Source: an optimization exercise on an open RTL-to-GDS flow (aim: small area). Production flows keep margins and buffers that such runs may drop.
Function was checked by simulation only, so behaviour that the tests miss may differ from the original.
Power and IR drop assume default switching activity.

<file path="config.mk">
export PLATFORM = sky130hd
export DESIGN_NAME = indexed_insert_delete_array_top
export DESIGN_NICKNAME = indexed_insert_delete_array_top
export VERILOG_FILES = /design/flow/design.v
export SDC_FILE = /design/flow/constraint.sdc
export NUM_CORES = 4
export LEC_CHECK = 0
export CAP_MARGIN = 20
export CORE_MARGIN = 2
export CORE_UTILIZATION = 40
export PLACE_DENSITY = 0.75
export SLEW_MARGIN = 20
export SYNTH_HIERARCHICAL = 1
export SYNTH_MINIMUM_KEEP_SIZE = 0
</file>
<file path="flow/run.sh">
#!/bin/bash
# The standard layout, with the smallest buffer on every input and output
# port instead of the one the placer picks by default, and a clock tree of
# small buffers in clusters of at most 10 sinks, without dummy loads.
set -euo pipefail
export BUFFER_PORTS_ARGS="-buffer_cell sky130_fd_sc_hd__buf_1"
export CTS_ARGS="-sink_clustering_enable -repair_clock_nets -sink_clustering_size 10 -sink_clustering_max_diameter 60 -buf_list sky130_fd_sc_hd__clkbuf_4 -dont_use_dummy_load"
bash standard.sh > standard.log 2>&1
</file>
<file path="design.v">
package iida_pkg;
    localparam int DEPTH = 16;
    localparam int IDX_W = $clog2(DEPTH);
    localparam int CNT_W = 5;
    localparam int WORD_W = 32;
    typedef enum logic [2:0] {
        MODE_APPEND = 3'd0,
        MODE_INSERT = 3'd1,
        MODE_DELETE = 3'd2,
        MODE_DROP   = 3'd3,
        MODE_READ   = 3'd4
    } t_mode;
    typedef enum logic [1:0] {
        ST_OK    = 2'd0,
        ST_FULL  = 2'd1,
        ST_RANGE = 2'd2,
        ST_EMPTY = 2'd3
    } t_status;
endpackage
module iida_cell (
    input  logic                               i_clk,
    input  logic                               i_we,
    input  logic signed [iida_pkg::WORD_W-1:0] i_value,
    output logic signed [iida_pkg::WORD_W-1:0] o_word
);
    logic signed [iida_pkg::WORD_W-1:0] r_word;
    always_ff @(posedge i_clk) begin
        if (i_we) begin
            r_word <= i_value;
        end
    end
    assign o_word = r_word;
endmodule
module iida_slot_decode (
    input  logic [iida_pkg::IDX_W-1:0] i_slot,
    input  logic                       i_enable,
    output logic [iida_pkg::DEPTH-1:0] o_select
);
    always_comb begin
        for (int i = 0; i < iida_pkg::DEPTH; i++) begin
            o_select[i] = i_enable && (i_slot == iida_pkg::IDX_W'(i));
        end
    end
endmodule
module iida_entry #(
    parameter int RESET_SLOT = 0,
    parameter bit HAS_LEFT   = 1'b1
) (
    input  logic                       i_clk,
    input  logic                       i_rst_n,
    input  logic                       i_keep,
    input  logic                       i_left,
    input  logic                       i_new,
    input  logic                       i_right,
    input  logic [iida_pkg::IDX_W-1:0] i_left_slot,
    input  logic [iida_pkg::IDX_W-1:0] i_new_slot,
    input  logic [iida_pkg::IDX_W-1:0] i_right_slot,
    output logic [iida_pkg::IDX_W-1:0] o_slot
);
    logic [iida_pkg::IDX_W-1:0] r_slot;
    always_ff @(posedge i_clk) begin
        r_slot <= ({iida_pkg::IDX_W{i_keep}}   & r_slot)
                | ({iida_pkg::IDX_W{i_left && HAS_LEFT}} & i_left_slot)
                | ({iida_pkg::IDX_W{i_new}}    & i_new_slot)
                | ({iida_pkg::IDX_W{i_right}}  & i_right_slot)
                | ({iida_pkg::IDX_W{!i_rst_n}} & iida_pkg::IDX_W'(RESET_SLOT));
    end
    assign o_slot = r_slot;
endmodule
module iida_aoi3 (
    input  logic [2:0] i_a,
    input  logic [2:0] i_b,
    output logic       o_y
);
    assign o_y = !((i_a[0] && i_b[0]) || (i_a[1] && i_b[1]) || (i_a[2] && i_b[2]));
endmodule
module iida_select16 (
    input  logic [15:0] i_data,
    input  logic [15:0] i_select,
    output logic        o_bit
);
    logic [5:0] none;
    for (genvar k = 0; k < 5; k++) begin : g_group
        iida_aoi3 u_aoi (
            .i_a (i_data[3*k +: 3]),
            .i_b (i_select[3*k +: 3]),
            .o_y (none[k])
        );
    end
    assign none[5] = !(i_data[15] && i_select[15]);
    assign o_bit   = !(&none);
endmodule
module indexed_insert_delete_array_top (
    input  logic                               i_clk,
    input  logic                               i_rst_n,
    input  logic                               i_cfg_valid,
    output logic                               o_cfg_ready,
    input  logic [iida_pkg::CNT_W-1:0]         i_cfg_capacity_limit,
    input  logic                               i_in_valid,
    output logic                               o_in_ready,
    input  logic [2:0]                         i_mode,
    input  logic [iida_pkg::CNT_W-1:0]         i_position,
    input  logic signed [iida_pkg::WORD_W-1:0] i_value,
    output logic                               o_out_valid,
    input  logic                               i_out_ready,
    output logic [1:0]                         o_status,
    output logic signed [iida_pkg::WORD_W-1:0] o_read_word,
    output logic [iida_pkg::CNT_W-1:0]         o_entry_count
);
    localparam int D = iida_pkg::DEPTH;
    localparam int IW = iida_pkg::IDX_W;
    localparam int CW = iida_pkg::CNT_W;
    logic [CW-1:0]            r_cap_reg;
    logic [CW-1:0]            r_count;
    logic [CW-1:0]            n_count;
    logic                     r_out_valid;
    logic [1:0]               r_status;
    logic [IW-1:0]            r_rd_slot;
    logic                     r_rd_ok;
    logic [D-1:0]             rd_sel;
    logic                     accept;
    logic                     empty;
    logic                     full;
    logic                     pos_lt;
    logic                     pos_le;
    logic [CW:0]              lt_chain;
    logic [CW:0]              cap_chain;
    logic [CW:0]              all_ones;
    logic [CW:0]              all_zeros;
    iida_pkg::t_status        status;
    logic                     rd_ok;
    logic                     ins;
    logic                     del;
    logic                     drop;
    logic                     do_ins;
    logic                     do_del;
    logic [IW-1:0]            op_pos;
    logic [D-1:0]             at_pos;
    logic [D-1:0]             from_pos;
    logic [D-1:0]             take_new;
    logic [D-1:0]             take_left;
    logic [D-1:0]             take_right;
    logic [D-1:0]             keep;
    logic [IW-1:0]            pos_slot;
    logic [D-1:0]             pos_sel;
    logic [IW-1:0]            r_perm [D];
    logic [D-1:0]             slot_we;
    logic signed [iida_pkg::WORD_W-1:0] slot_word [D];
    assign o_cfg_ready = 1'b1;
    assign o_in_ready  = !r_out_valid || i_out_ready;
    assign accept      = i_in_valid && o_in_ready;
    always_comb begin
        lt_chain[0]  = 1'b0;
        cap_chain[0] = 1'b0;
        for (int k = 0; k < CW; k++) begin
            lt_chain[k+1]  = (!i_position[k] && r_count[k]) ||
                             (!(i_position[k] ^ r_count[k]) && lt_chain[k]);
            cap_chain[k+1] = (!r_count[k] && r_cap_reg[k]) ||
                             (!(r_count[k] ^ r_cap_reg[k]) && cap_chain[k]);
        end
    end
    assign empty  = (r_count == '0);
    assign pos_lt = lt_chain[CW];
    assign pos_le = pos_lt || (i_position == r_count);
    assign full   = r_count[CW-1] || (!empty && !cap_chain[CW]);
    always_comb begin
        status = iida_pkg::ST_OK;
        rd_ok  = 1'b0;
        ins    = 1'b0;
        del    = 1'b0;
        drop   = 1'b0;
        unique case (i_mode)
            iida_pkg::MODE_APPEND: begin
                if (full) begin
                    status = iida_pkg::ST_FULL;
                end else begin
                    ins = 1'b1;
                end
            end
            iida_pkg::MODE_INSERT: begin
                if (!pos_le) begin
                    status = iida_pkg::ST_RANGE;
                end else if (full) begin
                    status = iida_pkg::ST_FULL;
                end else begin
                    ins = 1'b1;
                end
            end
            iida_pkg::MODE_DELETE: begin
                if (empty) begin
                    status = iida_pkg::ST_EMPTY;
                end else if (!pos_lt) begin
                    status = iida_pkg::ST_RANGE;
                end else begin
                    del = 1'b1;
                end
            end
            iida_pkg::MODE_DROP: begin
                if (empty) begin
                    status = iida_pkg::ST_EMPTY;
                end else begin
                    drop = 1'b1;
                end
            end
            iida_pkg::MODE_READ: begin
                if (!pos_lt) begin
                    status = iida_pkg::ST_RANGE;
                end else begin
                    rd_ok = 1'b1;
                end
            end
            default: begin
            end
        endcase
    end
    always_comb begin
        all_ones[0]  = 1'b1;
        all_zeros[0] = 1'b1;
        for (int k = 0; k < CW; k++) begin
            all_ones[k+1]  = all_ones[k] && r_count[k];
            all_zeros[k+1] = all_zeros[k] && !r_count[k];
            n_count[k] = r_count[k] ^ ((ins && all_ones[k]) || ((del || drop) && all_zeros[k]));
        end
    end
    assign op_pos   = (i_mode[0] || i_mode[1]) ? i_position[IW-1:0] : r_count[IW-1:0];
    iida_slot_decode u_pos_decode (
        .i_slot   (i_position[IW-1:0]),
        .i_enable (1'b1),
        .o_select (pos_sel)
    );
    for (genvar b = 0; b < IW; b++) begin : g_pos_slot_bit
        logic [D-1:0] column;
        for (genvar g = 0; g < D; g++) begin : g_col
            assign column[g] = r_perm[g][b];
        end
        iida_select16 u_select (
            .i_data   (column),
            .i_select (pos_sel),
            .o_bit    (pos_slot[b])
        );
    end
    assign do_ins   = i_rst_n && accept && ins;
    assign do_del   = i_rst_n && accept && del;
    always_comb begin
        for (int i = 0; i < D; i++) begin
            at_pos[i] = (op_pos == IW'(i));
            if (i == 0) begin
                from_pos[i] = at_pos[i];
            end else begin
                from_pos[i] = from_pos[i-1] || at_pos[i];
            end
            take_new[i]   = do_ins && at_pos[i];
            take_left[i]  = do_ins && from_pos[i] && !at_pos[i];
            take_right[i] = do_del && from_pos[i];
            keep[i]       = i_rst_n && !take_new[i] && !take_left[i] && !take_right[i];
        end
    end
    for (genvar g = 0; g < D; g++) begin : g_entry
        iida_entry #(.RESET_SLOT(g), .HAS_LEFT(g != 0)) u_entry (
            .i_clk   (i_clk),
            .i_rst_n (i_rst_n),
            .i_keep  (keep[g]),
            .i_left  (take_left[g]),
            .i_new   (take_new[g]),
            .i_right (take_right[g]),
            .i_left_slot  (r_perm[(g+D-1)%D]),
            .i_new_slot   (r_perm[D-1]),
            .i_right_slot ((g == D-1) ? pos_slot : r_perm[(g+1)%D]),
            .o_slot  (r_perm[g])
        );
    end
    iida_slot_decode u_we_decode (
        .i_slot   (r_perm[D-1]),
        .i_enable (accept && ins),
        .o_select (slot_we)
    );
    for (genvar g = 0; g < D; g++) begin : g_slot
        iida_cell u_cell (
            .i_clk   (i_clk),
            .i_we    (slot_we[g]),
            .i_value (i_value),
            .o_word  (slot_word[g])
        );
    end
    always_ff @(posedge i_clk) begin
        if (!i_rst_n) begin
            r_cap_reg   <= CW'(D);
            r_count     <= '0;
            r_out_valid <= 1'b0;
        end else begin
            if (i_cfg_valid) begin
                r_cap_reg <= i_cfg_capacity_limit;
            end
            if (accept) begin
                r_count     <= n_count;
                r_out_valid <= 1'b1;
            end else if (i_out_ready) begin
                r_out_valid <= 1'b0;
            end
        end
    end
    always_ff @(posedge i_clk) begin
        if (accept) begin
            r_status <= status;
            r_rd_slot <= pos_slot;
            r_rd_ok   <= rd_ok;
        end
    end
    iida_slot_decode u_rd_decode (
        .i_slot   (r_rd_slot),
        .i_enable (r_rd_ok),
        .o_select (rd_sel)
    );
    for (genvar b = 0; b < iida_pkg::WORD_W; b++) begin : g_read_bit
        logic [D-1:0] column;
        for (genvar g = 0; g < D; g++) begin : g_col
            assign column[g] = slot_word[g][b];
        end
        iida_select16 u_select (
            .i_data   (column),
            .i_select (rd_sel),
            .o_bit    (o_read_word[b])
        );
    end
    assign o_out_valid   = r_out_valid;
    assign o_status      = r_status;
    assign o_entry_count = r_count;
endmodule
</file>
<file path="standard.sh">
#!/bin/bash
# synth_recipe.tcl (not shown) runs the flow's synth.tcl, then flattens the netlist and writes it again
# the make line also repeats each setting of config.mk as NAME=value (left out here)
make -C /OpenROAD-flow-scripts/flow DESIGN_CONFIG=/design/flow/config.mk WORK_HOME=/design/flow/orfs CLKGATE_MAP_FILE= SYNTH_SCRIPT=/design/flow/synth_recipe.tcl "${@:-finish}"
</file>
<file path="constraint.sdc">
create_clock -name core_clock -period 5.0 [get_ports {i_clk}]
set_input_delay 1.0000 -clock core_clock [delete_from_list [all_inputs] [get_ports {i_clk}]]
set_output_delay 1.0000 -clock core_clock [all_outputs]
set_load 0.01 [all_outputs]
</file>
==> results.sh <==
export IMPL_status="complete, no violations"
export IMPL_postCtsHoldBufs=0
export IMPL_hold_violations=0
export IMPL_leakage_uw=0.00766
export IMPL_dpl_cell_count=2223
export IMPL_cp_end_kind="output pin"
export IMPL_dp_final_hpwl_mm=34.0
export IMPL_fin_crit_sh_pct=88.7
export IMPL_r2r_start="r_count[2]"
export IMPL_antenna_found_initial=2
export IMPL_crit_required_ns=4.00
export IMPL_rows=86
export IMPL_clockBufferDepth=3
export IMPL_cpMaxStageDelayCell="nor2_2"
export IMPL_hold_class="input pin to flop"
export IMPL_drive_gt1_share_pct=10.5
export IMPL_nNetsFinal=1607
export IMPL_rsz0062_at_grt="no"
export IMPL_fin_tns_setup_ns=0
export IMPL_start_kind="flop"
export IMPL_min_from="i_cfg_capacity_limit[4]"
export IMPL_cts_buffers=71
export IMPL_multi_input_area_um2=5290
export IMPL_grt_pass1_vias=14200
export IMPL_final_cell_mix="edfxtp_1 (519), a222oi_1 (216), nand2_1 (119)"
export IMPL_hold_depth=3
export IMPL_slew_viol_final=0
export IMPL_cts_root_buffer="clkbuf_4"
export IMPL_die_w_um=240
export IMPL_grt_use_total_pct=19.1
export IMPL_fillers=4849
export IMPL_cts_resized=0
export IMPL_portBuffers=90
export IMPL_tritoncts="done"
export IMPL_ff_latch_area_um2=17100
export IMPL_slew_headroom_pct=28.7
export IMPL_core_area_um2=55100
export IMPL_ir_drop_v=0.000134
export IMPL_r2r_setup_slack_ns=1.49
export IMPL_critPathKind="flop to output pin"
export IMPL_vias_per_cell=6.26
export IMPL_postSynthAreaPerCell_um2=16.5
export IMPL_skew_ns=0.0880
export IMPL_fin_crit_ns=4.44
export IMPL_tightest_slew_ns=1.07
export IMPL_gr_total_overflow=0
export IMPL_clkTransAtPathRegs_ns=0.11
export IMPL_synth_area_um2=22300
export IMPL_r2r_end="g_slot[3].u_cell.r_word[6]"
export IMPL_drc=0
export IMPL_place_congestion=0.909
export IMPL_wl_per_cell_um=24.2
export IMPL_path_cells="nand2b_1 -> nor2_2 -> buf_4 -> buf_4 -> a222oi_1 -> and3_1 -> nand4_1 -> buf_1"
export IMPL_clk_latency_ns=0.84
export IMPL_power_density_nw_per_um2=324
export IMPL_yosysWarnings=27
export IMPL_reg2reg_depth=9
export IMPL_maxCapViolCount=0
export IMPL_clock_sinks=594
export IMPL_largest_reg_flops=512
export IMPL_start_util_pct=40.5
export IMPL_grt_pass1_wl_mm=83.9
export IMPL_area_delta_synth_final_pct=10.2
export IMPL_max_freq_ghz=0.225
export IMPL_drt_pass1_iter_count=11
export IMPL_die_height_um=240
export IMPL_drt_iter0_drc=2566
export IMPL_htreeDepth=3
export IMPL_cts_setup_buffers=0
export IMPL_hold_path_end="r_cap_reg[4]"
export IMPL_reg_top3="g_slot.u_cell.r_word x512, g_entry.u_entry.r_slot x64"
export IMPL_mostFrequentLayoutCell="edfxtp_1"
export IMPL_vias=14400
export IMPL_netlist_instances=1352
export IMPL_regMostFlops="g_slot.u_cell.r_word"
export IMPL_grt_max_degree=33
export IMPL_max_stage_delay_ns=0.62
export IMPL_postRouteAntennaNets=0
export IMPL_stdcell_count=2295
export IMPL_cp_max_fo=15
export IMPL_io_pins=92
export IMPL_dieArea_um2=57700
export IMPL_setup_violations=0
export IMPL_wirelength_mm=55.5
export IMPL_arrival_ns=3.44
export IMPL_crit_top_cell="buf_4"
-- worst max-delay path, delay by kind of cell, from the launching register on --
| kind | cells | cell delay, ns |
|---|---|---|
| flip-flops | 1 | 0.56 |
| buffers and inverters | 3 | 0.70 |
| AO/OA/AOI/OAI | 1 | 0.11 |
| AND/OR/NAND/NOR | 4 | 1.27 |
-- metal layers --
metal  vias up  routed length, µm  track usage, %
met5         -                 10               0
met4         2               2180            7.98
met3       150               5280            4.08
met2       897              26900            31.7
met1      7052              21100            24.5
li1       6273                  -               -
-- area by class of cell --
class	count	share of cell area, %
Sequential cell	594	69.5
Clock buffer	71	2.17
Timing Repair Buffer	132	2.69
Multi-Input combinational cell	729	21.5
Antenna cell	1	0.0102
Inverter	20	0.316
Tap cell	748	3.81
-- where the power goes --
group          internal, µW  switching, µW
combinational           116            293
clock                   655           1430
sequential             5420           53.5
-- stage by stage --
| step | hold WS, ns | setup slack [ns] | total power [µW] | utilization, % | area, µm² |
|---|---|---|---|---|---|
| floorplan | 0.446 | 0.390 | 5770 | - | 22300 |
| global placement | 0.485 | 0.873 | 5980 | 43.6 | 24000 |
| detailed placement | 0.491 | 0.776 | 5990 | 43.7 | 24100 |
| CTS | 0.384 | 0.459 | 8040 | 44.6 | 24600 |
| global route | 0.390 | 0.367 | 8260 | 44.6 | 24600 |
| finish | 0.473 | 0.563 | 7970 | 44.6 | 24600 |
-- how the worst max path moves through the flow --
stage	cells after the start	slack, ns	endpoint	startpoint
2_1_floorplan	8	0.39	g_slot[3].u_cell.r_word[0]	i_position[3]
3_3_place_gp	10	0.87	g_slot[3].u_cell.r_word[24]	i_position[1]
3_5_place_dp	10	0.78	g_slot[8].u_cell.r_word[30]	i_position[1]
4_1_cts	8	0.46	o_read_word[30]	r_rd_slot[0]
5_1_grt	8	0.37	o_read_word[30]	r_rd_slot[0]
6_report	8	0.56	o_read_word[30]	r_rd_slot[0]

separate check: timing with driven ports:
In the flow no input, the clock included, has a driving cell. The finished layout below was timed again as built, in two steps.
Step 1 assumes that a clkbuf_16 drives the clock port and a buf_2 every other input.
Step 2 moves the port delays by t, midway between the first and last clock arrival at a register: inputs arrive t later, outputs are due t later. That takes back most of the time a late clock gives input paths.
a / b / c = no drivers / after step 1 / after step 2; a / b = the first two.
t (ns): 0.831
setup slack, ns: 0.563 / 0.510 / 0.650
slew at the worst register clock pin (ns): 0.11 / 0.11
After both steps setup and hold are still met in this run. For this run, drivers alone change the setup slack by -0.053 ns; drivers and shift together by +0.087 ns.
